Background: an optimization exercise with open tools, aiming at small area and a short achievable clock period. Do not read the settings as production practice.
The RTL was checked by simulation tests, not by an equivalence proof against the original design.

==> flow/design.v (outline; a module is shown in full before it is edited, if it fits) <==
// module pe_fa: 10 lines
// module pe_fma_pre: 35 lines
// module pe_fma_core: 2430 lines
// module pe_pipelined: 157 lines
module pe_pipelined #(
    parameter int unsigned W_DEPTH = 4,
    parameter int unsigned PIPE    = 2,
    localparam int unsigned ADDR_W = (W_DEPTH > 1) ? $clog2(W_DEPTH) : 1
) (
    input  logic              clk,
    input  logic              reset,
    input  logic              load_cfg,
    input  logic [2:0]        load_op,
    input  logic              load_wen,
    input  logic [ADDR_W-1:0] load_addr,
    input  logic [31:0]       load_data,
    input  logic              in_valid,
    output logic              in_ready,
    input  logic [31:0]       a,
    input  logic [31:0]       b,
    input  logic [31:0]       c,
    output logic              out_valid,
    input  logic              out_ready,
    output logic [31:0]       out_data,
    output logic              busy
);
  // ...
==> flow/flow/run.sh <==
#!/bin/bash
set -euo pipefail
export SETUP_SLACK_MARGIN=17.25
export TNS_END_PERCENT=5
export BUFFER_PORTS_ARGS="-buffer_cell sky130_fd_sc_hd__buf_2"
bash standard.sh > standard_make.log 2>&1
==> flow/standard.sh <==
#!/bin/bash
# synth_recipe.tcl (not shown) runs the flow's synth.tcl, then flattens the netlist and writes it again
# the make line also repeats each setting of config.mk as NAME=value (left out here)
make -C /OpenROAD-flow-scripts/flow DESIGN_CONFIG=/design/flow/config.mk WORK_HOME=/design/flow/orfs CLKGATE_MAP_FILE= SYNTH_SCRIPT=/design/flow/synth_recipe.tcl "${@:-finish}"
==> flow/config.mk <==
export PLATFORM = sky130hd
export DESIGN_NAME = pe_pipelined
export DESIGN_NICKNAME = pe_pipelined
export VERILOG_FILES = /design/flow/design.v
export SDC_FILE = /design/flow/constraint.sdc
export NUM_CORES = 4
export LEC_CHECK = 0
export ABC_AREA = 1
export CAP_MARGIN = 20
export CORE_MARGIN = 2
export CORE_UTILIZATION = 50
export CTS_BUF_LIST = sky130_fd_sc_hd__clkbuf_8
export SLEW_MARGIN = 20
export SYNTH_HIERARCHICAL = 1
==> flow/constraint.sdc <==
create_clock -name core_clock -period 30.0 [get_ports {clk}]
set_input_delay 6.0000 -clock core_clock [delete_from_list [all_inputs] [get_ports {clk}]]
set_output_delay 6.0000 -clock core_clock [all_outputs]
set_load 0.01 [all_outputs]
==> impl_metrics.json, run 1 <==
{
  "status": "no timing/DRC/antenna violations",
  "cp.arrival_ns": 6.64,
  "row_count": 106,
  "grt_use_met2_pct": 64.00,
  "crit_path_cell_trace": "buf_2 > inv_1 > nand2_1 > nand2_1 > inv_1 > buf_2",
  "cp_max_fo": 4,
  "synth_cell_types": 73,
  "seq_cells": 269,
  "ys_seq_elements": 269,
  "syn_to_final_growth_pct": 16.39,
  "grt_max_degree": 102,
  "dpl.cell_count": 7132,
  "synthMuxAreaShare_pct": 0.1412,
  "via_count": 46790,
  "avgSynthCellArea_sq_um": 6.950,
  "top_register": "wbank",
  "antenna_left": 0,
  "cts.sinks": 269,
  "cap_violations": 0,
  "m1WireLength_microns": 75680,
  "antennaDiodeCount": 17,
  "antenna_found_initial": 26,
  "yosys.area_share.simple_pct": 32.14,
  "htree_levels": 2,
  "synth_top_cell_by_area": "edfxtp_1",
  "crit_required_ns": 24.00,
  "post_cts_buffers": 58
}
==> module pe_fma_pre, before the edit <==
module pe_fma_pre (
    input  logic [31:0] x,
    input  logic [31:0] y,
    output logic [22:0] mx,
    output logic [22:0] my,
    output logic        hx,
    output logic        hy,
    output logic [9:0]  pe,      
    output logic        ps,
    output logic        pnan,    
    output logic        pinf,    
    output logic        pzero    
);
    logic [7:0] ex, ey;
    logic       xnan, ynan, xinf, yinf, xz, yz;
    always_comb begin
        ex    = x[30:23];
        ey    = y[30:23];
        mx    = x[22:0];
        my    = y[22:0];
        hx    = |ex;
        hy    = |ey;
        ps    = x[31] ^ y[31];
        xnan  = (&ex) && (|mx);
        ynan  = (&ey) && (|my);
        xinf  = (&ex) && !(|mx);
        yinf  = (&ey) && !(|my);
        xz    = !hx && !(|mx);
        yz    = !hy && !(|my);
        pnan  = xnan || ynan || ((xinf || yinf) && (xz || yz));
        pinf  = (xinf || yinf) && !pnan;
        pzero = (xz || yz) && !pnan && !pinf;
        pe    = 10'({2'b0, ex[7:1], ex[0] | !hx}) + 10'({2'b0, ey[7:1], ey[0] | !hy}) - 10'd100;
    end
endmodule
==> module pe_pipelined, before the edit <==
module pe_pipelined #(
    parameter int unsigned W_DEPTH = 4,
    parameter int unsigned PIPE    = 2,
    localparam int unsigned ADDR_W = (W_DEPTH > 1) ? $clog2(W_DEPTH) : 1
) (
    input  logic              clk,
    input  logic              reset,
    input  logic              load_cfg,
    input  logic [2:0]        load_op,
    input  logic              load_wen,
    input  logic [ADDR_W-1:0] load_addr,
    input  logic [31:0]       load_data,
    input  logic              in_valid,
    output logic              in_ready,
    input  logic [31:0]       a,
    input  logic [31:0]       b,
    input  logic [31:0]       c,
    output logic              out_valid,
    input  logic              out_ready,
    output logic [31:0]       out_data,
    output logic              busy
);
    localparam logic [2:0] OP_ADD  = 3'b000;
    localparam logic [2:0] OP_MUL  = 3'b001;
    localparam logic [2:0] OP_FMA  = 3'b010;
    localparam logic [2:0] OP_SYS  = 3'b011;
    localparam logic [2:0] OP_ACC  = 3'b100;
    localparam logic [2:0] OP_RELU = 3'b101;
    localparam logic [31:0] FP_ONE   = 32'h3F80_0000;
    localparam logic [31:0] FP_NZERO = 32'h8000_0000;
    logic [2:0]        cfg;
    logic [31:0]       wbank [W_DEPTH];
    logic [W_DEPTH-1:0] wvalid;     
    logic [ADDR_W-1:0] wptr;
    logic              accv;        
    logic              v1, v2;
    logic [22:0]       s1_mx, s1_my;
    logic              s1_hx, s1_hy, s1_ps, s1_pnan, s1_pinf, s1_pzero;
    logic [9:0]        s1_pe;
    logic [31:0]       s1_z;
    logic              s1_byp, s1_acc;
    logic [31:0]       dat;
    logic              stall, accept;
    logic [31:0]       x_in, y_in, z_in;
    logic              byp_in;
    logic [22:0]       p_mx, p_my;
    logic              p_hx, p_hy, p_ps, p_pnan, p_pinf, p_pzero;
    logic [9:0]        p_pe;
    logic [31:0]       fma_res;
    assign stall     = v2 && !out_ready;
    assign in_ready  = !stall && !load_cfg && !load_wen;
    assign accept    = in_valid && in_ready;
    assign out_valid = v2;
    assign out_data  = dat;
    pe_fma_pre u_pre (
        .x(x_in), .y(y_in), .mx(p_mx), .my(p_my), .hx(p_hx), .hy(p_hy),
        .pe(p_pe), .ps(p_ps), .pnan(p_pnan), .pinf(p_pinf), .pzero(p_pzero)
    );
    pe_fma_core u_core (
        .mx(s1_mx), .my(s1_my), .hx(s1_hx), .hy(s1_hy), .pe(s1_pe), .ps(s1_ps),
        .pnan(s1_pnan), .pinf(s1_pinf), .pzero(s1_pzero), .z(s1_z), .byp(s1_byp),
        .r(fma_res)
    );
    always_comb begin : operand_sel
        x_in   = a;
        y_in   = FP_ONE;
        z_in   = b;
        byp_in = 1'b0;
        case (cfg)
            OP_MUL: begin
                y_in = b;
                z_in = FP_NZERO;
            end
            OP_FMA: begin
                y_in = b;
                z_in = c;
            end
            OP_SYS: begin
                y_in = wvalid[wptr] ? wbank[wptr] : 32'h0;
                z_in = b;
            end
            OP_ACC: begin
                y_in = b;
                z_in = (v1 && s1_acc) ? fma_res : (accv ? dat : 32'h0);
            end
            OP_RELU: begin
                z_in   = a[31] ? 32'h0 : a;
                byp_in = 1'b1;
            end
            3'b110, 3'b111: begin
                z_in   = 32'h0;
                byp_in = 1'b1;
            end
            default: ;
        endcase
    end
    always_ff @(posedge clk or posedge reset) begin : ctrl_regs
        if (reset) begin
            cfg    <= OP_ADD;
            wptr   <= '0;
            accv   <= 1'b0;
            s1_acc <= 1'b0;
        end else if (load_cfg) begin
            cfg    <= load_op;
            wptr   <= '0;
            accv   <= 1'b0;
            s1_acc <= 1'b0;
        end else begin
            if (accept && cfg == OP_SYS) begin
                wptr <= (32'(wptr) == W_DEPTH - 1) ? '0 : wptr + ADDR_W'(1);
            end
            if (!stall && v1 && s1_acc) accv <= 1'b1;
            if (accept) s1_acc <= (cfg == OP_ACC);
        end
    end
    always_ff @(posedge clk or posedge reset) begin : weight_valid
        if (reset) begin
            wvalid <= '0;
        end else if (load_wen && (32'(load_addr) < W_DEPTH)) begin
            wvalid[load_addr] <= 1'b1;
        end
    end
    always_ff @(posedge clk) begin : weight_bank
        if (load_wen && (32'(load_addr) < W_DEPTH)) begin
            wbank[load_addr] <= load_data;
        end
    end
    always_ff @(posedge clk or posedge reset) begin : valid_regs
        if (reset) begin
            v1   <= 1'b0;
            v2   <= 1'b0;
            busy <= 1'b0;
        end else begin
            if (!stall) begin
                v1 <= accept;
                v2 <= v1;
            end
            busy <= stall || accept || v1;
        end
    end
    always_ff @(posedge clk) begin : data_regs
        if (accept) begin
            s1_mx    <= p_mx;
            s1_my    <= p_my;
            s1_hx    <= p_hx;
            s1_hy    <= p_hy;
            s1_pe    <= p_pe;
            s1_ps    <= p_ps;
            s1_pnan  <= p_pnan;
            s1_pinf  <= p_pinf;
            s1_pzero <= p_pzero;
            s1_z     <= z_in;
            s1_byp   <= byp_in;
        end
        if (!stall && v1) dat <= fma_res;
    end
endmodule
==> inputs of run 2 (changes only) <==
--- a/flow/design.v
+++ b/flow/design.v
@@ -7,26 +7,30 @@
 );
     assign s  = ~(~(a ^ b) ^ c);
     assign co = ~((~a & ~b) | (~a & ~c) | (~b & ~c));
 endmodule
 module pe_fma_pre (
     input  logic [31:0] x,
     input  logic [31:0] y,
     output logic [22:0] mx,
-    output logic [22:0] my,
     output logic        hx,
-    output logic        hy,
+    output logic [12:0] bo,      
+    output logic [11:0] bt,      
+    output logic [11:0] bn,      
     output logic [9:0]  pe,      
     output logic        ps,
     output logic        pnan,    
     output logic        pinf,    
     output logic        pzero    
 );
     logic [7:0] ex, ey;
+    logic [22:0] my;
+    logic       hy;
+    logic [25:-1] yb;
     logic       xnan, ynan, xinf, yinf, xz, yz;
     always_comb begin
         ex    = x[30:23];
         ey    = y[30:23];
         mx    = x[22:0];
         my    = y[22:0];
         hx    = |ex;
         hy    = |ey;
@@ -36,23 +40,30 @@
         xinf  = (&ex) && !(|mx);
         yinf  = (&ey) && !(|my);
         xz    = !hx && !(|mx);
         yz    = !hy && !(|my);
         pnan  = xnan || ynan || ((xinf || yinf) && (xz || yz));
         pinf  = (xinf || yinf) && !pnan;
         pzero = (xz || yz) && !pnan && !pinf;
         pe    = 10'({2'b0, ex[7:1], ex[0] | !hx}) + 10'({2'b0, ey[7:1], ey[0] | !hy}) - 10'd100;
+        yb    = {2'b0, hy, my, 1'b0};
+        for (int i = 0; i < 13; i++) bo[i] = yb[2*i] ^ yb[2*i-1];
+        for (int i = 0; i < 12; i++) begin
+            bt[i] = (yb[2*i+1] & ~yb[2*i] & ~yb[2*i-1]) | (~yb[2*i+1] & yb[2*i] & yb[2*i-1]);
+            bn[i] = yb[2*i+1];
+        end
     end
 endmodule
 module pe_fma_core (
     input  logic [22:0] mx,
-    input  logic [22:0] my,
     input  logic        hx,
-    input  logic        hy,
+    input  logic [12:0] bo,
+    input  logic [11:0] bt,
+    input  logic [11:0] bn,
     input  logic [9:0]  pe,
     input  logic        ps,
     input  logic        pnan,
     input  logic        pinf,
     input  logic        pzero,
     input  logic [31:0] z,
     input  logic        byp,
     output logic [31:0] r
@@ -75,57 +86,54 @@
         ast = 1'b0;
         for (int j = 0; j < 24; j++)
             if (sh[6:0] >= 7'(53 + j)) ast = ast | zs[j];
         if (sh[9]) ast = 1'b0;
         if (shbig) ast = |zs;
     end
     wire        clamp = sh[9] && (|zs);
     wire [78:0] ad = {2'b0, al[76:1], al[0] | ast} ^ {79{sub}};
-    wire [25:-1] yb = {2'b0, hy, my, 1'b0};
     wire [24:-1] xb = {1'b0, hx, mx, 1'b0};
-    wire bo0 = yb[0] ^ yb[-1];
-    wire bt0 = (yb[1] & ~yb[0] & ~yb[-1]) | (~yb[1] & yb[0] & yb[-1]);
-    wire bn0 = yb[1];
-    wire bo1 = yb[2] ^ yb[1];
-    wire bt1 = (yb[3] & ~yb[2] & ~yb[1]) | (~yb[3] & yb[2] & yb[1]);
-    wire bn1 = yb[3];
-    wire bo2 = yb[4] ^ yb[3];
-    wire bt2 = (yb[5] & ~yb[4] & ~yb[3]) | (~yb[5] & yb[4] & yb[3]);
-    wire bn2 = yb[5];
-    wire bo3 = yb[6] ^ yb[5];
-    wire bt3 = (yb[7] & ~yb[6] & ~yb[5]) | (~yb[7] & yb[6] & yb[5]);
-    wire bn3 = yb[7];
-    wire bo4 = yb[8] ^ yb[7];
-    wire bt4 = (yb[9] & ~yb[8] & ~yb[7]) | (~yb[9] & yb[8] & yb[7]);
-    wire bn4 = yb[9];
-    wire bo5 = yb[10] ^ yb[9];
-    wire bt5 = (yb[11] & ~yb[10] & ~yb[9]) | (~yb[11] & yb[10] & yb[9]);
-    wire bn5 = yb[11];
-    wire bo6 = yb[12] ^ yb[11];
-    wire bt6 = (yb[13] & ~yb[12] & ~yb[11]) | (~yb[13] & yb[12] & yb[11]);
-    wire bn6 = yb[13];
-    wire bo7 = yb[14] ^ yb[13];
-    wire bt7 = (yb[15] & ~yb[14] & ~yb[13]) | (~yb[15] & yb[14] & yb[13]);
-    wire bn7 = yb[15];
-    wire bo8 = yb[16] ^ yb[15];
-    wire bt8 = (yb[17] & ~yb[16] & ~yb[15]) | (~yb[17] & yb[16] & yb[15]);
-    wire bn8 = yb[17];
-    wire bo9 = yb[18] ^ yb[17];
-    wire bt9 = (yb[19] & ~yb[18] & ~yb[17]) | (~yb[19] & yb[18] & yb[17]);
-    wire bn9 = yb[19];
-    wire bo10 = yb[20] ^ yb[19];
-    wire bt10 = (yb[21] & ~yb[20] & ~yb[19]) | (~yb[21] & yb[20] & yb[19]);
-    wire bn10 = yb[21];
-    wire bo11 = yb[22] ^ yb[21];
-    wire bt11 = (yb[23] & ~yb[22] & ~yb[21]) | (~yb[23] & yb[22] & yb[21]);
-    wire bn11 = yb[23];
-    wire bo12 = yb[24] ^ yb[23];
-    wire bt12 = (yb[25] & ~yb[24] & ~yb[23]) | (~yb[25] & yb[24] & yb[23]);
-    wire bn12 = yb[25];
+    wire bo0 = bo[0];
+    wire bt0 = bt[0];
+    wire bn0 = bn[0];
+    wire bo1 = bo[1];
+    wire bt1 = bt[1];
+    wire bn1 = bn[1];
+    wire bo2 = bo[2];
+    wire bt2 = bt[2];
+    wire bn2 = bn[2];
+    wire bo3 = bo[3];
+    wire bt3 = bt[3];
+    wire bn3 = bn[3];
+    wire bo4 = bo[4];
+    wire bt4 = bt[4];
+    wire bn4 = bn[4];
+    wire bo5 = bo[5];
+    wire bt5 = bt[5];
+    wire bn5 = bn[5];
+    wire bo6 = bo[6];
+    wire bt6 = bt[6];
+    wire bn6 = bn[6];
+    wire bo7 = bo[7];
+    wire bt7 = bt[7];
+    wire bn7 = bn[7];
+    wire bo8 = bo[8];
+    wire bt8 = bt[8];
+    wire bn8 = bn[8];
+    wire bo9 = bo[9];
+    wire bt9 = bt[9];
+    wire bn9 = bn[9];
+    wire bo10 = bo[10];
+    wire bt10 = bt[10];
+    wire bn10 = bn[10];
+    wire bo11 = bo[11];
+    wire bt11 = bt[11];
+    wire bn11 = bn[11];
+    wire bo12 = bo[12];
     wire pp0_0 = ((bo0 & xb[0]) | (bt0 & xb[-1])) ^ bn0;
     wire pp0_1 = ((bo0 & xb[1]) | (bt0 & xb[0])) ^ bn0;
     wire pp0_2 = ((bo0 & xb[2]) | (bt0 & xb[1])) ^ bn0;
     wire pp0_3 = ((bo0 & xb[3]) | (bt0 & xb[2])) ^ bn0;
     wire pp0_4 = ((bo0 & xb[4]) | (bt0 & xb[3])) ^ bn0;
     wire pp0_5 = ((bo0 & xb[5]) | (bt0 & xb[4])) ^ bn0;
     wire pp0_6 = ((bo0 & xb[6]) | (bt0 & xb[5])) ^ bn0;
     wire pp0_7 = ((bo0 & xb[7]) | (bt0 & xb[6])) ^ bn0;
@@ -2504,40 +2512,44 @@
     localparam logic [31:0] FP_ONE   = 32'h3F80_0000;
     localparam logic [31:0] FP_NZERO = 32'h8000_0000;
     logic [2:0]        cfg;
     logic [31:0]       wbank [W_DEPTH];
     logic [W_DEPTH-1:0] wvalid;     
     logic [ADDR_W-1:0] wptr;
     logic              accv;        
     logic              v1, v2;
-    logic [22:0]       s1_mx, s1_my;
-    logic              s1_hx, s1_hy, s1_ps, s1_pnan, s1_pinf, s1_pzero;
+    logic [22:0]       s1_mx;
+    logic [12:0]       s1_bo;
+    logic [11:0]       s1_bt, s1_bn;
+    logic              s1_hx, s1_ps, s1_pnan, s1_pinf, s1_pzero;
     logic [9:0]        s1_pe;
     logic [31:0]       s1_z;
     logic              s1_byp, s1_acc;
     logic [31:0]       dat;
     logic              stall, accept;
     logic [31:0]       x_in, y_in, z_in;
     logic              byp_in;
-    logic [22:0]       p_mx, p_my;
-    logic              p_hx, p_hy, p_ps, p_pnan, p_pinf, p_pzero;
+    logic [22:0]       p_mx;
+    logic [12:0]       p_bo;
+    logic [11:0]       p_bt, p_bn;
+    logic              p_hx, p_ps, p_pnan, p_pinf, p_pzero;
     logic [9:0]        p_pe;
     logic [31:0]       fma_res;
     assign stall     = v2 && !out_ready;
     assign in_ready  = !stall && !load_cfg && !load_wen;
     assign accept    = in_valid && in_ready;
     assign out_valid = v2;
     assign out_data  = dat;
     pe_fma_pre u_pre (
-        .x(x_in), .y(y_in), .mx(p_mx), .my(p_my), .hx(p_hx), .hy(p_hy),
+        .x(x_in), .y(y_in), .mx(p_mx), .hx(p_hx), .bo(p_bo), .bt(p_bt), .bn(p_bn),
         .pe(p_pe), .ps(p_ps), .pnan(p_pnan), .pinf(p_pinf), .pzero(p_pzero)
     );
     pe_fma_core u_core (
-        .mx(s1_mx), .my(s1_my), .hx(s1_hx), .hy(s1_hy), .pe(s1_pe), .ps(s1_ps),
+        .mx(s1_mx), .hx(s1_hx), .bo(s1_bo), .bt(s1_bt), .bn(s1_bn), .pe(s1_pe), .ps(s1_ps),
         .pnan(s1_pnan), .pinf(s1_pinf), .pzero(s1_pzero), .z(s1_z), .byp(s1_byp),
         .r(fma_res)
     );
     always_comb begin : operand_sel
         x_in   = a;
         y_in   = FP_ONE;
         z_in   = b;
         byp_in = 1'b0;
@@ -2611,19 +2623,20 @@
                 v2 <= v1;
             end
             busy <= stall || accept || v1;
         end
     end
     always_ff @(posedge clk) begin : data_regs
         if (accept) begin
             s1_mx    <= p_mx;
-            s1_my    <= p_my;
+            s1_bo    <= p_bo;
+            s1_bt    <= p_bt;
+            s1_bn    <= p_bn;
             s1_hx    <= p_hx;
-            s1_hy    <= p_hy;
             s1_pe    <= p_pe;
             s1_ps    <= p_ps;
             s1_pnan  <= p_pnan;
             s1_pinf  <= p_pinf;
             s1_pzero <= p_pzero;
             s1_z     <= z_in;
             s1_byp   <= byp_in;
         end
==> flow/flow/run.sh (replaced) <==
#!/bin/bash
set -euo pipefail
export SETUP_SLACK_MARGIN=16.5
export TNS_END_PERCENT=5
export BUFFER_PORTS_ARGS="-buffer_cell sky130_fd_sc_hd__buf_1"
bash standard.sh > standard_make.log 2>&1
==> run 2 against run 1 <==
Still clean on timing, DRC and antenna. Synthesized cell count is 0.96% lower. Die area increased by 1.5%. Utilization decreased by 3.8 points. Cell count is 1.6% lower. Setup slack got worse by 0.68 ns. Critical path type is now flip-flop to flip-flop. Critical endpoint is now s1_z[1]. Largest cell class unchanged.
==> impl_metrics.json, run 2 <==
{
  "status": "no timing/DRC/antenna violations",
  "worstSkewPairLatency_ns": 0.59,
  "skew_ns": 0.03217,
  "synth.yosys.warnings": 9,
  "slew_headroom_pct": 29.25,
  "cap_violations": 0,
  "synth_edf_count": 268,
  "drt-vias-per-instance": 6.170,
  "fillers": 8612,
  "rsz0062_at_grt": "yes",
  "post-route-period-util_pct": 44.40,
  "grt_pass1_vias": 42410,
  "tritoncts": "yes",
  "yosys-top-cells-count": "1557 x nand2_1, 625 x nand3_1, 598 x inv_1, 482 x nor2_1, 395 x xor2_1",
  "synth_cell_types": 81,
  "drt-initial-drc-count": 6263,
  "synth.most_common_cell": "nand2_1",
  "cp-end-kind": "flip-flop",
  "top_register": "wbank",
  "avgSynthCellArea_sq_um": 7.125,
  "slew_viol_final": 0,
  "remaining_drc_errors": 0,
  "tns_ns": 0,
  "cp-start-kind": "flip-flop",
  "numCtsBuffers": 41,
  "rr_worst_depth": 58,
  "cp_max_fo": 26,
  "dr.pass1.iters": 6,
  "syn_to_final_growth_pct": 9.116,
  "die_h_microns": 297.9,
  "ys_seq_area_share_pct": 19.45,
  "setup_viol": 0,
  "fp.coreArea_sq_mm": 0.08541,
  "clk_pin_slew_ns": 0.07,
  "worst_pin_slew_ns": 1.060,
  "syn_inst": 6060,
  "ys_seq_elements": 282,
  "fin_nets": 6756,
  "reg.largest.list": "wbank: 128 flops, dat: 32 flops, s1_z: 32 flops",
  "via_count": 45350,
  "grt_usage_pct": 41.74,
  "async_reset_ff_share_pct": 4.965,
  "crit_slowest_cell": "fa_1",
  "dp.final_hpwl_microns": 142000,
  "fmax_mhz": 75.08,
  "io_buffers": 173,
  "min_path_type": "flip-flop to flip-flop",
  "dieArea_sq_mm": 0.08872,
  "hold_buffers": 0,
  "routed_wirelength_microns": 192600,
  "synthesis.area_sq_mm": 0.04318,
  "min_period_ns": 13.32,
  "antenna_left": 0,
  "crit_type": "flip-flop to flip-flop",
  "die_x_microns": 297.9,
  "cp_slowest_stage_delay_ns": 0.67,
  "antenna_found_initial": 13,
  "largest_reg_flops": 128,
  "cp_common_cell": "nand2_1",
  "start_util_pct": 50.55,
  "ys_top_cells_by_area": "edfxtp_1 19%, fa_1 15%, nand2_1 14%",
  "route.detailed.wl_per_inst_microns": 26.21,
  "place_area_sq_mm": 0.04396,
  "drive_above_1_share_pct": 10.90,
  "htree_levels": 2,
  "cts.sinks": 282,
  "overflow": 0,
  "final_common_cell": "nand2_1",
  "stdcell_area_sq_mm": 0.04712,
  "grt_max_degree": 86,
  "grt_pass1_wl_microns": 277700,
  "cp.arrival_ns": 13.63,
  "crit_required_ns": 30.32,
  "whs_ns": 0.4633,
  "synth_top_flop_cell": "edfxtp_1",
  "mostFrequentLayoutCells": "1543 x nand2_1, 621 x nand3_1, 576 x inv_1",
  "globalplace.congestion": 1.047,
  "row_count": 107,
  "ioPinCount": 174,
  "cts-root-buf": "clkbuf_8",
  "synth_top_cell_by_area": "edfxtp_1",
  "holdPathStages": 2,
  "synth_top_area_share_pct": 18.64,
  "clockBufferDepth": 3,
  "hold_violations": 0,
  "utilization_pct": 55.16
}
## run 2: cell types whose count changed in the layout (fill, tap and decap cells not counted), moves of 31 or more
cell,before,now
nand2_1,1608,1543
buf_2,174,0
inv_1,545,576
o22ai_1,283,320
buf_1,0,173
buf_4,228,192
## run 2: final timing paths
| check | from | to | slack, ns |
|---|---|---|---|
| worst max register to register | s1_bo[8] | s1_z[1] | 16.68 |
| max in group asynchronous | reset | wptr[0] | 24.13 |
| worst max-delay path | s1_bo[8] | s1_z[1] | 16.68 |
| worst min register to register | wvalid[2] | wvalid[2] | 0.46 |
| min in group asynchronous | reset | s1_acc | 5.45 |
| worst min-delay path | wvalid[2] | wvalid[2] | 0.46 |
## run 2: logic make-up after synthesis
group | after synthesis | share of synthesized area [%]
adder cells (fa/ha/maj) | 455 | 18.66
AND/OR/NAND/NOR | 3022 | 31.19
AO/OA/AOI/OAI | 876 | 12.11
XOR/XNOR | 403 | 8.209
other | 1 | 0.008685
buffers and inverters | 1010 | 10.10
flip-flops | 282 | 19.45
multiplexers | 11 | 0.2724
## run 2: cell type report
cell class	instances	area (sq um)	share of cell area, %
diodes	12	30.03	0.06373
clock buffers	42	578.1	1.227
clock inverters	33	262.8	0.5577
inverters	635	2550	5.412
multi-input cells	4783	31120	66.05
flip-flops and latches	282	8402	17.83
well taps	1144	1431	3.038
repair buffers	390	2539	5.388
repair inverters	29	205.2	0.4355
## run 2: Yosys stat by module, one instance, submodules excluded
| module | times used | area (sq um) |
|---|---|---|
| pe_fa | 311 | 20.02 |
| pe_fma_core | 1 | 23640 |
| pe_pipelined | 1 | 11890 |
| pe_fma_pre | 1 | 1429 |
## run 2: critical path, delay by kind of cell (launching register included)
kind | cells | cell delay (ns)
AO/OA/AOI/OAI | 6 | 1.45
adder cells (fa/ha/maj) | 8 | 3.75
XOR/XNOR | 2 | 0.42
flip-flops | 1 | 0.55
AND/OR/NAND/NOR | 31 | 4.85
buffers and inverters | 11 | 1.98
## run 2: timing repair
action                                  in CTS  in global routing
setup buffers                               70                 71
gates resized for setup                     63                144
pin swaps                                   11                 32
cloned                                      26                 14
endpoints found under the setup margin      62                 62
## run 2: layer usage
metal / vias up / share of wire [%] / track usage (%)
met5: - / 0.069 / 0.2706
met2: 3105 / 42 / 62.38
met4: 6 / 6.5 / 22.12
met1: 21380 / 39 / 54.53
met3: 636 / 13 / 12.19
li1: 20220 / - / -
## run 2: stage by stage
step / setup slack [ns] / std cells
2_1_floorplan: 17.59 / 6065
3_5_place_dp: 13.40 / 7082
6_report: 16.68 / 7350
4_1_cts: 16.48 / 7253
3_3_place_gp: 13.75 / 7082
5_1_grt: 16.35 / 7349
==> inputs of run 3 (changes only) <==
--- a/flow/flow/run.sh
+++ b/flow/flow/run.sh
@@ -2,3 +2,3 @@
 set -euo pipefail
-export SETUP_SLACK_MARGIN=16.5
+export SETUP_SLACK_MARGIN=17
 export TNS_END_PERCENT=5
==> run 3 against run 2 <==
Hold slack gained 0.0039 ns. Maximum frequency up 4.2%. Cell count is 0.59% higher. Non-clock buffer count increased by 42. Area after synthesis stayed put.
==> impl_metrics.json, run 3 <==
{
  "status": "no timing/DRC/antenna violations",
  "ys_seq_elements": 282,
  "crit_slowest_cell": "fa_1",
  "critPathCapture": "s1_z[1]",
  "grt_pass1_vias": 42810,
  "cp.arrival_ns": 13.10,
  "die_x_microns": 297.9,
  "synth_top_cell_by_area": "edfxtp_1",
  "skew_ns": 0.03345,
  "cts.sinks": 282,
  "worstSkewPairLatency_ns": 0.59,
  "cp_slowest_stage_delay_ns": 0.66,
  "ioPinCount": 174,
  "routed_wirelength_microns": 194700,
  "layoutNonFillerInstCount": 7393,
  "setup_ws_ns": 17.22,
  "met3_usage_pct": 12.59,
  "drive_above_1_share_pct": 12.63,
  "start_util_pct": 50.55,
  "antenna_left": 0,
  "grt_max_degree": 86,
  "async_reset_ff_share_pct": 4.965,
  "rsz0062_at_grt": "yes",
  "fmax_mhz": 78.24,
  "drt-vias-per-instance": 6.205,
  "worst_pin_slew_ns": 1.234,
  "slew_headroom_pct": 17.08,
  "crit_type": "flip-flop to flip-flop",
  "dp.final_hpwl_microns": 142000,
  "drt-initial-drc-count": 5827,
  "tns_ns": 0,
  "dp_slack_ns": 13.40,
  "syn_inst": 6060,
  "r2r-start": "s1_mx[10]",
  "htree_levels": 2,
  "remaining_drc_errors": 0,
  "use_met1_pct": 55.03,
  "route.detailed.wl_per_inst_microns": 26.34,
  "final_common_cell": "nand2_1",
  "antenna_found_initial": 13,
  "dpl.cell_count": 7082,
  "rr_endpoint": "s1_z[1]",
  "synth_cell_types": 81,
  "die_h_microns": 297.9,
  "ys_top_cells_by_area": "edfxtp_1 19%, fa_1 15%, nand2_1 14%",
  "synth_top_flop_cell": "edfxtp_1",
  "cts-root-buf": "clkbuf_8",
  "crit_required_ns": 30.32,
  "syn_to_final_growth_pct": 10.98,
  "fp.coreArea_sq_mm": 0.08541,
  "numCtsBuffers": 41,
  "row_count": 107,
  "setup_viol": 0,
  "top_register": "wbank",
  "r2r_setup_slack_ns": 17.22,
  "avgSynthCellArea_sq_um": 7.125,
  "synthesis.area_sq_mm": 0.04318,
  "min_path_type": "flip-flop to flip-flop",
  "clk_pin_slew_ns": 0.07,
  "synth_edf_count": 268,
  "fin_nets": 6799,
  "cap_violations": 0,
  "ys_seq_area_share_pct": 19.45,
  "grt.busiest_layer": "met2",
  "synth_top_area_share_pct": 18.64,
  "globalplace.congestion": 1.047,
  "crit_path_start": "s1_mx[10]",
  "dr.pass1.iters": 7,
  "clockBufferDepth": 3,
  "post-route-period-util_pct": 42.60,
  "min_period_ns": 12.78,
  "cp-start-kind": "flip-flop",
  "largest_reg_flops": 128,
  "hold_violations": 0,
  "slew_viol_final": 0,
  "cp_common_cell": "nand2_1",
  "io_buffers": 173,
  "via_count": 45870,
  "tritoncts": "yes",
  "yosys-top-cells-count": "1557 x nand2_1, 625 x nand3_1, 598 x inv_1, 482 x nor2_1, 395 x xor2_1",
  "cp_max_fo": 42,
  "overflow": 0,
  "cp-end-kind": "flip-flop",
  "synth.most_common_cell": "nand2_1",
  "hold_buffers": 0,
  "reg.largest.list": "wbank: 128 flops, dat: 32 flops, s1_z: 32 flops",
  "grt_pass1_wl_microns": 280800,
  "grt_usage_pct": 42.26,
  "mostFrequentLayoutCells": "1534 x nand2_1, 616 x nand3_1, 567 x inv_1",
  "synth.yosys.warnings": 9,
  "dieArea_sq_mm": 0.08872,
  "grt_use_met2_pct": 62.94,
  "rr_worst_depth": 58
}
## run 3: cell count changes in the layout (fill, tap and decap cells not counted), moves of 8 or more
| cell | change |
|---|---|
| fa_2 | +9 |
| buf_6 | +13 |
| fa_1 | -9 |
| nand2_1 | -9 |
| o21ai_2 | +8 |
| nor2_1 | -11 |
| buf_4 | +26 |
| inv_1 | -9 |
| ha_1 | -10 |
| nor2_2 | +8 |
| ha_4 | +9 |
## run 3: per-layer routing
| layer | up-vias | routed length (microns) |
|---|---|---|
| met1 | 21720 | 75330 |
| met5 | - | 126 |
| met2 | 3157 | 81520 |
| met3 | 669 | 24650 |
| li1 | 20310 | - |
| met4 | 8 | 13080 |
## run 3: worst min path at each step
stage / startpoint / endpoint / slack, ns / cells after the start
4_1_cts: wvalid[3] / wvalid[3] / 0.47 / 2
5_1_grt: wvalid[0] / wvalid[0] / 0.49 / 2
6_report: wvalid[3] / wvalid[3] / 0.47 / 2
3_3_place_gp: wvalid[1] / wvalid[1] / 0.45 / 2
3_5_place_dp: wvalid[3] / wvalid[3] / 0.45 / 2
2_1_floorplan: wvalid[0] / wvalid[0] / 0.43 / 2
## run 3: per-module statistics from Yosys, one instance, submodules excluded
module,cells inside,flops+latches,area [sq um],times used
pe_fma_pre,245,0,1429,1
pe_fa,1,0,20.02,311
pe_pipelined,1110,282,11890,1
pe_fma_core,4394,0,23640,1
## run 3: what timing repair did
action,CTS,global route
pin swaps,14,54
buffers inserted,98,83
hold endpoints to repair,0,0
cloned,35,8
gates resized for setup,94,231
setup endpoints to repair,62,62
## run 3: area by class of cell
type	instances	area, sq um
Fill cell	8536	37490
Multi-Input combinational cell	4782	31490
Sequential cell	282	8402
Tap cell	1144	1431
Clock buffer	42	578.1
Antenna cell	12	30.03
Timing Repair Buffer	432	2940
Timing Repair inverter	31	229.0
Clock inverter	33	262.8
Inverter	635	2557
## run 3: kinds of logic (layout without fill, tap and decap cells)
family | Yosys count | after routing | share of synthesized area [%]
AND/OR/NAND/NOR | 3022 | 3028 | 31.19
buffers and inverters | 1010 | 1173 | 10.10
AO/OA/AOI/OAI | 876 | 878 | 12.11
adder cells (fa/ha/maj) | 455 | 455 | 18.66
XOR/XNOR | 403 | 404 | 8.209
flip-flops | 282 | 282 | 19.45
multiplexers | 11 | 11 | 0.2724
other | 1 | 18 | 0.008685
## run 3: critical path, delay by kind of cell, from the launching register on
family          cells  cell delay [ns]
compound gates      8             1.93
flops               1             0.54
fa+ha+maj           8             3.67
buf+inv            10             1.70
xor+xnor            3             0.88
simple gates       29             3.72
## run 3: stage by stage
stage / cell area [sq um] / hold slack, ns / utilization [%]
after floorplan: 43200 / 0.4274 / -
after global placement: 43960 / 0.4489 / 51.47
after detailed placement: 43960 / 0.4503 / 51.47
after CTS: 46220 / 0.4655 / 54.11
after global routing: 47920 / 0.4877 / 56.10
final: 47920 / 0.4673 / 56.10
==> inputs of run 4 (changes only) <==
--- a/flow/design.v
+++ b/flow/design.v
@@ -2570,3 +2570,3 @@
                 y_in = b;
-                z_in = (v1 && s1_acc) ? fma_res : (accv ? dat : 32'h0);
+                z_in = accv ? dat : 32'h0;
             end
@@ -2582,2 +2582,3 @@
         endcase
+        if (cfg == OP_ACC && v1 && s1_acc) z_in = fma_res;
     end
--- a/flow/flow/run.sh
+++ b/flow/flow/run.sh
@@ -2,3 +2,3 @@
 set -euo pipefail
-export SETUP_SLACK_MARGIN=17
+export SETUP_SLACK_MARGIN=17.25
 export TNS_END_PERCENT=5
==> run 4 against run 3 <==
Maximum frequency is 1.0% higher. Area after synthesis is 0.82% higher. Register-to-register slack better by 0.33 ns. Cell count is 0.62% higher. Count of clock-buffer cells in the layout is 1 higher. Largest cell class unchanged.
==> impl_metrics.json, run 4 <==
{
  "status": "no timing/DRC/antenna violations",
  "slew_viol_final": 0,
  "synth.most_common_cell": "nand2_1",
  "largest_reg_flops": 128,
  "grt_usage_pct": 41.94,
  "cp_max_fo": 8,
  "cp.arrival_ns": 6.65,
  "grt_pass1_vias": 42930,
  "synth.yosys.warnings": 9,
  "stdcell_area_sq_mm": 0.04844,
  "tns_ns": 0,
  "worst_pin_slew_ns": 1.092,
  "crit_required_ns": 24.00,
  "synth_edf_count": 268,
  "fp.coreArea_sq_mm": 0.08648,
  "globalplace.congestion": 1.073,
  "setup_viol": 0,
  "yosys-top-cells-count": "1493 x nand2_1, 624 x inv_1, 593 x nand3_1, 543 x nor2_1, 395 x xor2_1",
  "fmax_mhz": 79.04,
  "synth_top_flop_cell": "edfxtp_1",
  "dr.pass1.iters": 9,
  "slew_headroom_pct": 25.30,
  "drt-initial-drc-count": 6349,
  "ys_top_cells_by_area": "edfxtp_1 18%, fa_1 14%, nand2_1 13%",
  "remaining_drc_errors": 0,
  "min_path_type": "flip-flop to flip-flop",
  "dp.final_hpwl_microns": 144500,
  "routed_wirelength_microns": 194900,
  "io_buffers": 173,
  "min_period_ns": 12.65,
  "route.detailed.wl_per_inst_microns": 26.20,
  "syn_to_final_growth_pct": 11.28,
  "drt-vias-per-instance": 6.202,
  "synth_top_area_share_pct": 18.49,
  "reg.largest.list": "wbank: 128 flops, dat: 32 flops, s1_z: 32 flops",
  "ys_seq_area_share_pct": 19.29,
  "skew_ns": 0.02366,
  "synthesis.area_sq_mm": 0.04353,
  "async_reset_ff_share_pct": 4.965,
  "via_count": 46140,
  "die_x_microns": 299.1,
  "crit_type": "primary input to output port",
  "numCtsBuffers": 43,
  "final_common_cell": "nand2_1",
  "synth_top_cell_by_area": "edfxtp_1",
  "grt_max_degree": 97,
  "worstSkewPairLatency_ns": 0.60,
  "antenna_found_initial": 20,
  "post-route-period-util_pct": 42.17,
  "grt_pass1_wl_microns": 280500,
  "rsz0062_at_grt": "no",
  "fillers": 8488,
  "ys_seq_elements": 282,
  "cts-root-buf": "clkbuf_8",
  "cp-start-kind": "primary input",
  "start_util_pct": 50.34,
  "dieArea_sq_mm": 0.08944,
  "clockBufferDepth": 3,
  "row_count": 108,
  "clk_pin_slew_ns": 0.06,
  "syn_inst": 6120,
  "tritoncts": "yes",
  "fin_nets": 6831,
  "htree_levels": 2,
  "overflow": 0,
  "mostFrequentLayoutCells": "1468 x nand2_1, 599 x inv_1, 581 x nand3_1",
  "top_register": "wbank",
  "cts.sinks": 282,
  "drive_above_1_share_pct": 12.92,
  "antenna_left": 0,
  "hold_buffers": 0,
  "cp-end-kind": "output port",
  "ioPinCount": 174,
  "avgSynthCellArea_sq_um": 7.113,
  "hold_violations": 0,
  "cap_violations": 0,
  "place_area_sq_mm": 0.04447,
  "synth_cell_types": 81,
  "die_h_microns": 299.1
}
## run 4: cell types whose count changed after synthesis, sizes merged
cell,delta
inv,+29
nor2,+62
nand4,+2
or2,+3
clkinv,+7
o211ai,+26
nand3,-34
nand2,-64
o21ai,+24
buf,+6
a21oi,-1
## run 4: layer usage
layer | vias up | part of all wire [%] | track usage, %
li1 | 20470 | - | -
met1 | 21850 | 39 | 56.73
met2 | 3136 | 41 | 61.43
met3 | 677 | 12 | 10.81
met4 | 10 | 6.9 | 22.64
met5 | - | 0.034 | 0
## run 4: repair_timing
item,4_1_cts,5_1_grt
buffers inserted,79,76
gates cloned,25,8
gates resized for setup,76,310
pin swaps,15,84
endpoints found under the setup margin,63,62
## run 4: cell families after synthesis
kind of cell | synth area share [%]
multiplexers | 0.2702
flip-flops | 19.29
AO/OA/AOI/OAI | 12.73
AND/OR/NAND/NOR | 30.61
XOR/XNOR | 8.143
other | 0.008614
adder cells (fa/ha/maj) | 18.51
buffers and inverters | 10.44
## run 4: critical path, cell delays in order
cell and delay (ns):
buf_2 0.15, inv_1 0.20, nand3_1 0.11, inv_1 0.06
buf_1 0.14
## run 4: stage by stage
stage,hold slack (ns),std cells,utilization [%],setup WS [ns]
floorplan,0.4276,6125,-,17.70
global placement,0.4456,7151,51.25,14.13
detailed placement,0.4554,7158,51.42,13.91
CTS,0.4716,7341,53.69,17.24
global route,0.4973,7439,56.01,17.13
finish,0.4747,7439,56.01,17.35
## run 4: layout make-up
type | count | area (sq um) | area share (%)
clock inverters | 36 | 231.5 | 0.4779
clock buffers | 43 | 591.8 | 1.222
repair buffers | 418 | 2982 | 6.155
diodes | 13 | 32.53 | 0.06716
multi-input cells | 4796 | 31860 | 65.76
flip-flops and latches | 282 | 8401 | 17.34
repair inverters | 25 | 195.2 | 0.4029
well taps | 1155 | 1445 | 2.983
inverters | 671 | 2706 | 5.587
## run 4: modules after synthesis (local to each module, per instance)
module	times used	cells	cell area (sq um)	flops+latches
pe_pipelined	1	1170	12240	282
pe_fma_pre	1	245	1429	0
pe_fa	311	1	20.02	0
pe_fma_core	1	4394	23640	0
## run 4: final timing paths
| path | depth (start not counted) | to | slack [ns] | from |
|---|---|---|---|---|
| min | 2 | wvalid[1] | 0.47 | wvalid[1] |
| min reg2reg | 2 | wvalid[1] | 0.47 | wvalid[1] |
| min in group asynchronous | 2 | v2 | 5.44 | reset |
| max reg2reg | 58 | s1_z[14] | 17.55 | s1_mx[10] |
| max | 5 | in_ready | 17.35 | load_cfg |
| max in group asynchronous | 2 | accv | 24.13 | reset |
==> inputs of run 5 (changes only) <==
--- a/flow/flow/run.sh
+++ b/flow/flow/run.sh
@@ -2,3 +2,3 @@
 set -euo pipefail
-export SETUP_SLACK_MARGIN=17.25
+export SETUP_SLACK_MARGIN=17.5
 export TNS_END_PERCENT=5
==> run 5 against run 4 <==
Synthesized cell count stayed put. Die area is the same. Hold slack is essentially flat. Count of clock-buffer cells in the layout unchanged. Area after synthesis unchanged. Critical endpoint unchanged. Maximum frequency rose by 1.4%. Global-route usage rose by 0.079 points. Critical path type unchanged. Sequential share of layout area fell by 0.22 points.
==> impl_metrics.json, run 5 <==
{
  "ys_seq_elements": 282,
  "syn_inst": 6120,
  "synth_xor_area_share_pct": 8.143,
  "remaining_drc_errors": 0,
  "rsz0062_at_grt": "yes",
  "skew_ns": 0.02825,
  "synth_compound_area_share_pct": 12.73,
  "async_reset_ff_share_pct": 4.965,
  "reg.largest.list": "wbank: 128 flops, dat: 32 flops, s1_z: 32 flops",
  "route.detailed.wl_per_inst_microns": 26.27,
  "worstSkewPairLatency_ns": 0.60,
  "crit_slowest_cell": "buf_2",
  "ioPinCount": 174,
  "crit_required_ns": 24.00,
  "cp_slowest_stage_delay_ns": 0.18,
  "largest_reg_flops": 128,
  "antenna_left": 0,
  "grt_pass1_vias": 43110,
  "synth_top_cell_by_area": "edfxtp_1",
  "yosys.area_share.simple_pct": 30.61,
  "synth_top_area_share_pct": 18.49,
  "cap_violations": 0,
  "tritoncts": "yes",
  "start_util_pct": 50.34,
  "dp.final_hpwl_microns": 144500,
  "min_to": "wvalid[0]",
  "cp-end-kind": "output port",
  "globalplace.congestion": 1.073,
  "grt_max_degree": 97,
  "synth.most_common_cell": "nand2_1",
  "synthesis.area_sq_mm": 0.04353,
  "holdPathStages": 1,
  "yosys-top-cells-count": "1493 x nand2_1, 624 x inv_1, 593 x nand3_1, 543 x nor2_1, 395 x xor2_1",
  "cp.arrival_ns": 6.47,
  "routed_wirelength_microns": 196200,
  "worst_pin_slew_ns": 1.135,
  "syn_to_final_growth_pct": 12.72,
  "ys_top_cells_by_area": "edfxtp_1 18%, fa_1 14%, nand2_1 13%",
  "clockBufferDepth": 3,
  "die_h_microns": 299.1,
  "utilization_pct": 56.74,
  "hold_buffers": 0,
  "drive_above_1_share_pct": 14.19,
  "cts-root-buf": "clkbuf_8",
  "drt-vias-per-instance": 6.226,
  "fmax_mhz": 80.18,
  "cp-start-kind": "primary input",
  "cp_common_cell": "buf_2",
  "post-route-period-util_pct": 41.57,
  "rr_endpoint": "s1_z[14]",
  "fp.coreArea_sq_mm": 0.08648,
  "crit_type": "primary input to output port",
  "mostFrequentLayoutCells": "1449 x nand2_1, 595 x inv_1, 573 x nand3_1",
  "drt-initial-drc-count": 6368,
  "row_count": 108,
  "die_x_microns": 299.1,
  "stdcell_area_sq_mm": 0.04907,
  "via_count": 46510,
  "final_common_cell": "nand2_1",
  "ys_seq_area_share_pct": 19.29,
  "slew_headroom_pct": 22.40,
  "fillers": 8398,
  "overflow": 0,
  "antenna_found_initial": 20,
  "dpl.cell_count": 7158,
  "htree_levels": 2,
  "io_buffers": 173,
  "synthMuxAreaShare_pct": 0.2702,
  "grt_usage_pct": 42.02,
  "synth_top_family_by_area": "simple AND/OR/NAND/NOR gates",
  "crit_path_cell_trace": "buf_2 > inv_4 > nand3_1 > inv_1 > buf_2",
  "synth_edf_count": 268,
  "seq_area_sq_mm": 0.008401,
  "min_period_ns": 12.47,
  "hp-start": "wvalid[0]",
  "r2r_setup_slack_ns": 17.78,
  "grt_pass1_wl_microns": 281000,
  "clk_pin_slew_ns": 0.07,
  "tns_ns": 0,
  "dr.pass1.iters": 6,
  "layoutNonFillerInstCount": 7470,
  "setup_viol": 0,
  "rr_worst_depth": 56,
  "synthAdderAreaFrac_pct": 18.51,
  "fin_nets": 6860,
  "status": "no timing/DRC/antenna violations",
  "min_path_type": "flip-flop to flip-flop",
  "r2r-start": "s1_mx[11]",
  "synth_top_flop_cell": "edfxtp_1",
  "cts.sinks": 282,
  "top_register": "wbank",
  "multi_input_area_sq_mm": 0.03210,
  "synth.yosys.warnings": 9,
  "numCtsBuffers": 43,
  "dieArea_sq_mm": 0.08944,
  "hold_violations": 0,
  "place_area_sq_mm": 0.04447,
  "synth_cell_types": 81,
  "avgSynthCellArea_sq_um": 7.113,
  "slew_viol_final": 0,
  "cp_max_fo": 8
}
[run 5: cell counts after synthesis]
No cell type changed its count.
[run 5: cells by family after synthesis]
group	Yosys count
simple gates	2991
mux	11
buf+inv	1052
xor+xnor	403
flops	282
compound gates	925
fa+ha+maj	455
other cells	1
[run 5: stage by stage]
stage                     hold WS [ns]  setup slack (ns)
after floorplan                 0.4276             17.70
after global placement          0.4456             14.13
after detailed placement        0.4554             13.91
after CTS                       0.4716             17.49
after global routing            0.4973             17.39
final                           0.4752             17.53
[run 5: worst max-delay path by stage]
| stage | cells after the start | slack, ns | from | end |
|---|---|---|---|---|
| finish | 5 | 17.53 | load_cfg | in_ready |
| global route | 75 | 17.39 | s1_z[27] | s1_z[15] |
| CTS | 5 | 17.49 | load_cfg | in_ready |
| detailed placement | 71 | 13.91 | s1_z[23] | s1_z[4] |
| global placement | 72 | 14.13 | s1_z[23] | s1_z[4] |
| floorplan | 3 | 17.70 | load_cfg | in_ready |
[run 5: Yosys stat by module (local to each module, per instance)]
| module | flip-flops and latches | cells | cell area (sq um) | copies in the design |
|---|---|---|---|---|
| pe_fa | 0 | 1 | 20.02 | 311 |
| pe_fma_core | 0 | 4394 | 23640 | 1 |
| pe_fma_pre | 0 | 245 | 1429 | 1 |
| pe_pipelined | 282 | 1170 | 12240 | 1 |
[run 5: final cells by class]
class,count,area share [%]
clock buffers,43,1.206
well taps,1155,2.945
multi-input cells,4796,65.43
repair inverters,24,0.4054
inverters,671,5.541
diodes,15,0.07650
repair buffers,448,6.803
flip-flops and latches,282,17.12
clock inverters,36,0.4717
[run 5: what timing repair did]
item,4_1_cts,5_1_grt
cloned,26,9
resized for setup,126,359
pin swaps,19,113
setup endpoints to repair,63,63
buffers inserted,91,91
[run 5: per-layer routing]
| metal | routed length, microns | part of all wire (%) | GRT usage (%) | vias to the layer above |
|---|---|---|---|---|
| li1 | - | - | - | 20530 |
| met1 | 76100 | 39 | 56.80 | 22060 |
| met2 | 81980 | 42 | 61.66 | 3259 |
| met3 | 24930 | 13 | 10.67 | 648 |
| met4 | 13150 | 6.7 | 22.82 | 6 |
| met5 | 39 | 0.020 | 0 | - |
[run 5: worst max-delay path, delay by kind of cell]
family	cells	cell delay (ns)
simple gates	1	0.07
buf+inv	4	0.40
==> inputs of run 6 (changes only) <==
--- a/flow/flow/run.sh
+++ b/flow/flow/run.sh
@@ -2,3 +2,3 @@
 set -euo pipefail
-export SETUP_SLACK_MARGIN=17.5
+export SETUP_SLACK_MARGIN=17.0
 export TNS_END_PERCENT=5
==> run 6 against run 5 <==
Die area did not move. Critical path type unchanged. Non-clock buffer count decreased by 43. First-iteration DRC count up 1.5%. Register-to-register slack worse by 0.42 ns. Via count decreased by 1.1%. Sequential share of layout area increased by 0.42 points. Cell count down 0.56%.
==> impl_metrics.json, run 6 <==
{
  "clk_pin_slew_ns": 0.06,
  "ys_top_cells_by_area": "edfxtp_1 18%, fa_1 14%, nand2_1 13%",
  "fp.coreArea_sq_mm": 0.08648,
  "routed_wirelength_microns": 194000,
  "grt_max_degree": 97,
  "drive_above_1_share_pct": 11.92,
  "slew_headroom_pct": 19.61,
  "avgSynthCellArea_sq_um": 7.113,
  "synth_top_flop_cell": "edfxtp_1",
  "post-route-period-util_pct": 42.55,
  "via_count": 46010,
  "async_reset_ff_share_pct": 4.965,
  "place_area_sq_mm": 0.04447,
  "cp-start-kind": "primary input",
  "dp_slack_ns": 13.91,
  "dp.final_hpwl_microns": 144500,
  "cp.arrival_ns": 6.77,
  "start_util_pct": 50.34,
  "die_x_microns": 299.1,
  "ioPinCount": 174,
  "syn_to_final_growth_pct": 10.01,
  "cts.sinks": 282,
  "largest_reg_flops": 128,
  "mostFrequentLayoutCells": "1473 x nand2_1, 602 x inv_1, 580 x nand3_1",
  "min_path_type": "flip-flop to flip-flop",
  "remaining_drc_errors": 0,
  "hold_violations": 0,
  "dieArea_sq_mm": 0.08944,
  "crit_path_cell_trace": "buf_1 > inv_1 > nand3_1 > inv_1 > buf_1",
  "min_period_ns": 12.77,
  "stdcell_area_sq_mm": 0.04789,
  "reg.largest.list": "wbank: 128 flops, dat: 32 flops, s1_z: 32 flops",
  "crit_slowest_cell": "buf_1",
  "syn_inst": 6120,
  "overflow": 0,
  "clockBufferDepth": 3,
  "setup_viol": 0,
  "antenna_found_initial": 21,
  "numCtsBuffers": 43,
  "ys_seq_elements": 282,
  "synth.most_common_cell": "nand2_1",
  "synth.yosys.warnings": 9,
  "slew_viol_final": 0,
  "synth_top_area_share_pct": 18.49,
  "crit_family": "buffers and inverters",
  "crit_buf_inv": 4,
  "worstSkewPairLatency_ns": 0.60,
  "setup_ws_ns": 17.23,
  "crit_type": "primary input to output port",
  "tritoncts": "yes",
  "yosys-top-cells-count": "1493 x nand2_1, 624 x inv_1, 593 x nand3_1, 543 x nor2_1, 395 x xor2_1",
  "cp_slowest_stage_delay_ns": 0.26,
  "die_h_microns": 299.1,
  "rsz0062_at_grt": "no",
  "skew_ns": 0.02461,
  "worst_pin_slew_ns": 1.175,
  "globalplace.congestion": 1.073,
  "cp-end-kind": "output port",
  "grt_pass1_vias": 42950,
  "dr.pass1.iters": 8,
  "drt-initial-drc-count": 6465,
  "grt_usage_pct": 41.77,
  "synth_cell_types": 81,
  "cts-root-buf": "clkbuf_8",
  "antenna_left": 0,
  "row_count": 108,
  "io_buffers": 173,
  "fmax_mhz": 78.33,
  "synthesis.area_sq_mm": 0.04353,
  "synth_top_cell_by_area": "edfxtp_1",
  "htree_levels": 2,
  "tns_ns": 0,
  "cap_violations": 0,
  "ys_seq_area_share_pct": 19.29,
  "final_common_cell": "nand2_1",
  "route.detailed.wl_per_inst_microns": 26.12,
  "top_register": "wbank",
  "fin_nets": 6818,
  "crit_required_ns": 24.00,
  "drt-vias-per-instance": 6.193,
  "status": "no timing/DRC/antenna violations",
  "synth_edf_count": 268,
  "cp_max_fo": 8,
  "grt_pass1_wl_microns": 279300
}
[run 6: final timing paths]
check | cells after the start | from | endpoint | slack, ns
max | 5 | load_cfg | in_ready | 17.23
min | 2 | wvalid[1] | wvalid[1] | 0.47
max reg2reg | 57 | s1_mx[10] | s1_z[14] | 17.36
min reg2reg | 2 | wvalid[1] | wvalid[1] | 0.47
max in group asynchronous | 2 | reset | accv | 24.13
min in group asynchronous | 2 | reset | v2 | 5.44
[run 6: layout make-up]
| class | instances | area, sq um |
|---|---|---|
| antenna | 15 | 37.54 |
| clock buffer | 43 | 591.8 |
| clock inverter | 36 | 231.5 |
| fill | 8587 | 38600 |
| inverter | 671 | 2695 |
| multi-input combinational | 4797 | 31530 |
| sequential | 282 | 8401 |
| tap | 1155 | 1445 |
| timing repair buffer | 405 | 2790 |
| timing repair inverter | 24 | 170.2 |
[run 6: cell families (layout without fill, tap and decap cells)]
family                   Yosys count  after routing  share of synthesized area [%]
adder cells (fa/ha/maj)          455            455                          18.51
AO/OA/AOI/OAI                    925            925                          12.73
XOR/XNOR                         403            403                          8.143
AND/OR/NAND/NOR                 2991           2997                          30.61
buffers and inverters           1052           1179                          10.44
flip-flops                       282            282                          19.29
multiplexers                      11             11                         0.2702
other                              1             21                       0.008614
[run 6: Yosys stat by module (local to each module, per instance)]
module	cells	times used	flip-flops and latches	area [sq um]
pe_fma_core	4394	1	0	23640
pe_pipelined	1170	1	282	12240
pe_fma_pre	245	1	0	1429
pe_fa	1	311	0	20.02
[run 6: what timing repair did]
action                     4_1_cts  5_1_grt
pin swaps                        9       51
cloned                          23        9
gates resized for setup         60      224
hold buffers                     0        0
setup endpoints to repair       62       62
setup buffers                   70       73
[run 6: metal layers]
metal	wire, microns	global-route usage (%)	vias up
li1	-	-	20440
met1	76540	56.27	21850
met2	81050	61.28	3060
met3	23630	10.80	642
met4	12710	22.82	12
met5	83	0	-
[run 6: metrics by stage]
step / hold slack (ns) / utilization [%] / std cells
floorplan: 0.4276 / - / 6125
global placement: 0.4456 / 51.25 / 7151
detailed placement: 0.4554 / 51.42 / 7158
CTS: 0.4716 / 53.48 / 7330
global route: 0.4973 / 55.37 / 7426
finish: 0.4725 / 55.37 / 7428
[run 6: worst min-delay path, cell delays in order (launching register included)]
cell,delay (ns)
dfrtp_1,0.32
inv_1,0.05
o21ai_0,0.07
==> inputs of run 7 (changes only) <==
==> flow/flow/run.sh (replaced) <==
#!/bin/bash
set -euo pipefail
export SETUP_SLACK_MARGIN=17.5
export TNS_END_PERCENT=2
export BUFFER_PORTS_ARGS="-buffer_cell sky130_fd_sc_hd__buf_1"
bash standard.sh > standard_make.log 2>&1
==> run 7 against run 6 <==
Synthesized cell count stayed put. Design area is 2.2% higher. Non-clock buffer count is 38 higher. Hold slack worse by 0.0019 ns. Critical path type unchanged. Sequential share of layout area is 0.38 points lower. Still clean on timing, DRC and antenna. Setup slack better by 0.29 ns.
==> impl_metrics.json, run 7 <==
{
  "status": "no timing/DRC/antenna violations",
  "syn_to_final_growth_pct": 12.46,
  "antenna_left": 0,
  "reg.largest.list": "wbank: 128 flops, dat: 32 flops, s1_z: 32 flops",
  "htree_levels": 2,
  "ioPinCount": 174,
  "synthesis.area_sq_mm": 0.04353,
  "fp.coreArea_sq_mm": 0.08648,
  "die_h_microns": 299.1,
  "io_buffers": 173,
  "tritoncts": "yes",
  "rsz0062_at_grt": "yes",
  "dp_slack_ns": 13.91,
  "min_path_type": "flip-flop to flip-flop",
  "remaining_drc_errors": 0,
  "dieArea_sq_mm": 0.08944,
  "synth_top_cell_by_area": "edfxtp_1",
  "top_register": "wbank",
  "cts-root-buf": "clkbuf_8",
  "overflow": 0,
  "synth.yosys.warnings": 9,
  "worstSkewPairLatency_ns": 0.60,
  "post-route-period-util_pct": 41.58,
  "cp-end-kind": "output port",
  "worst_pin_slew_ns": 1.134,
  "row_count": 108,
  "via_count": 46270,
  "fmax_mhz": 80.17,
  "drive_above_1_share_pct": 13.90,
  "clockBufferDepth": 3,
  "fin_nets": 6855,
  "routed_wirelength_microns": 195900,
  "setup_viol": 0,
  "synth_edf_count": 268,
  "crit_slowest_cell": "buf_2",
  "mostFrequentLayoutCells": "1456 x nand2_1, 595 x inv_1, 574 x nand3_1",
  "ys_seq_elements": 282,
  "dr.pass1.iters": 9,
  "synth_top_area_share_pct": 18.49,
  "tns_ns": 0,
  "min_period_ns": 12.47,
  "drt-initial-drc-count": 6146,
  "cap_violations": 0,
  "drt-vias-per-instance": 6.196,
  "syn_inst": 6120,
  "setup_ws_ns": 17.53,
  "grt_max_degree": 97,
  "largest_reg_flops": 128,
  "cp.arrival_ns": 6.47,
  "dp.final_hpwl_microns": 144500,
  "crit_required_ns": 24.00,
  "yosys-top-cells-count": "1493 x nand2_1, 624 x inv_1, 593 x nand3_1, 543 x nor2_1, 395 x xor2_1",
  "route.detailed.wl_per_inst_microns": 26.24,
  "synth_cell_types": 81,
  "grt_usage_pct": 42.02,
  "crit_type": "primary input to output port",
  "antenna_found_initial": 20,
  "ys_top_cells_by_area": "edfxtp_1 18%, fa_1 14%, nand2_1 13%",
  "slew_headroom_pct": 22.48,
  "final_common_cell": "nand2_1",
  "slew_viol_final": 0,
  "ys_seq_area_share_pct": 19.29,
  "crit_path_cell_trace": "buf_2 > inv_4 > nand3_1 > inv_1 > buf_2",
  "numCtsBuffers": 43,
  "die_x_microns": 299.1,
  "synth.most_common_cell": "nand2_1",
  "cp_max_fo": 8,
  "clk_pin_slew_ns": 0.06,
  "cts.sinks": 282,
  "cp_common_cell": "buf_2",
  "globalplace.congestion": 1.073,
  "skew_ns": 0.02279,
  "grt_pass1_vias": 43110,
  "grt_pass1_wl_microns": 281000,
  "hold_buffers": 0,
  "async_reset_ff_share_pct": 4.965,
  "hold_violations": 0,
  "cp-start-kind": "primary input",
  "start_util_pct": 50.34,
  "synth_top_flop_cell": "edfxtp_1",
  "avgSynthCellArea_sq_um": 7.113,
  "cp_slowest_stage_delay_ns": 0.18
}
[run 7: cell counts after synthesis]
Identical to the previous run, type by type.
[run 7: critical path, delay by kind of cell]
kind / cells / cell delay [ns]
buffers and inverters: 4 / 0.40
AND/OR/NAND/NOR: 1 / 0.07
[run 7: final cells by class]
type / instances / area (sq um)
fill: 8420 / 37530
timing repair inverter: 24 / 195.2
tap: 1155 / 1445
inverter: 671 / 2719
clock inverter: 36 / 231.5
multi-input combinational: 4796 / 32030
timing repair buffer: 443 / 3292
clock buffer: 43 / 591.8
antenna: 18 / 45.04
sequential: 282 / 8401
[run 7: per-layer routing]
layer	track usage [%]	part of all wire (%)
met1	56.80	39
met2	61.66	42
met5	0	0.020
met3	10.67	12
met4	22.82	6.6
[run 7: what timing repair did]
action,4_1_cts,5_1_grt
gates cloned,26,9
pin swaps,19,111
setup endpoints to repair,63,63
endpoints found under the hold margin,0,0
gates resized for setup,126,335
setup buffers,91,86
[run 7: through the flow]
step	std cells	instance area [sq um]	util [%]	hold WS [ns]
finish	7468	48950	56.61	0.4707
global route	7463	48940	56.59	0.4973
CTS	7354	46760	54.07	0.4716
detailed placement	7158	44470	51.42	0.4554
global placement	7151	44320	51.25	0.4456
floorplan	6125	43550	-	0.4276
[run 7: cells by family after synthesis]
family / share of synthesized area, %
and+or+nand+nor: 30.61
buffers and inverters: 10.44
AOI/OAI and AO/OA: 12.73
adders and majority gates: 18.51
xor gates and xnor gates: 8.143
DFF: 19.29
muxes: 0.2702
other: 0.008614
[run 7: final timing paths]
| check | to | from | slack, ns | cells past startpoint |
|---|---|---|---|---|
| setup / recovery | in_ready | load_cfg | 17.53 | 5 |
| hold / removal | wvalid[1] | wvalid[1] | 0.47 | 2 |
| setup reg to reg | s1_z[14] | s1_mx[10] | 17.67 | 57 |
| hold reg to reg | wvalid[1] | wvalid[1] | 0.47 | 2 |
| max in group asynchronous | accv | reset | 24.13 | 2 |
| min in group asynchronous | busy | reset | 5.44 | 2 |
[run 7: Yosys stat by module, one instance, submodules excluded]
module / times used / flops+latches / cells inside / cell area [sq um]
pe_pipelined: 1 / 282 / 1170 / 12240
pe_fa: 311 / 0 / 1 / 20.02
pe_fma_core: 1 / 0 / 4394 / 23640
pe_fma_pre: 1 / 0 / 245 / 1429

[separate check: timing with driven ports]
In the flow no input, the clock included, has a driving cell. The finished layouts below were timed again as built, in two steps.
Step 1 assumes that a clkbuf_16 drives the clock port and a buf_2 every other input.
Step 2 also shifts input and output timing later by t, the mid clock arrival at the registers, as if the neighbouring blocks saw the same clock.
Three values: no drivers, after step 1, after step 2; two values: the first two.
run	shift t [ns]	setup WS [ns]	worst setup path at the end	latest minus earliest clock arrival (ns)	worst slew at a driven data input, ns
run 1	0.663	17.357 / 17.339 / 17.339	input to output	0.037 / 0.038	0.10
run 2	0.625	16.681 / 16.681 / 16.681	register to register	0.032 / 0.032	0.10
run 3	0.628	17.219 / 17.219 / 17.219	register to register	0.033 / 0.034	0.10
run 4	0.647	17.348 / 17.328 / 17.328	input to output	0.028 / 0.028	0.12
run 5	0.647	17.528 / 17.499 / 17.499	input to output	0.030 / 0.029	0.12
run 6	0.649	17.234 / 17.211 / 17.211	input to output	0.027 / 0.027	0.12
run 7	0.647	17.527 / 17.505 / 17.505	input to output	0.025 / 0.024	0.12
After both steps every run listed still meets setup and hold. The setup slack of run 5, which loses most, moves by -0.029 ns with the drivers and by -0.029 ns with both steps.
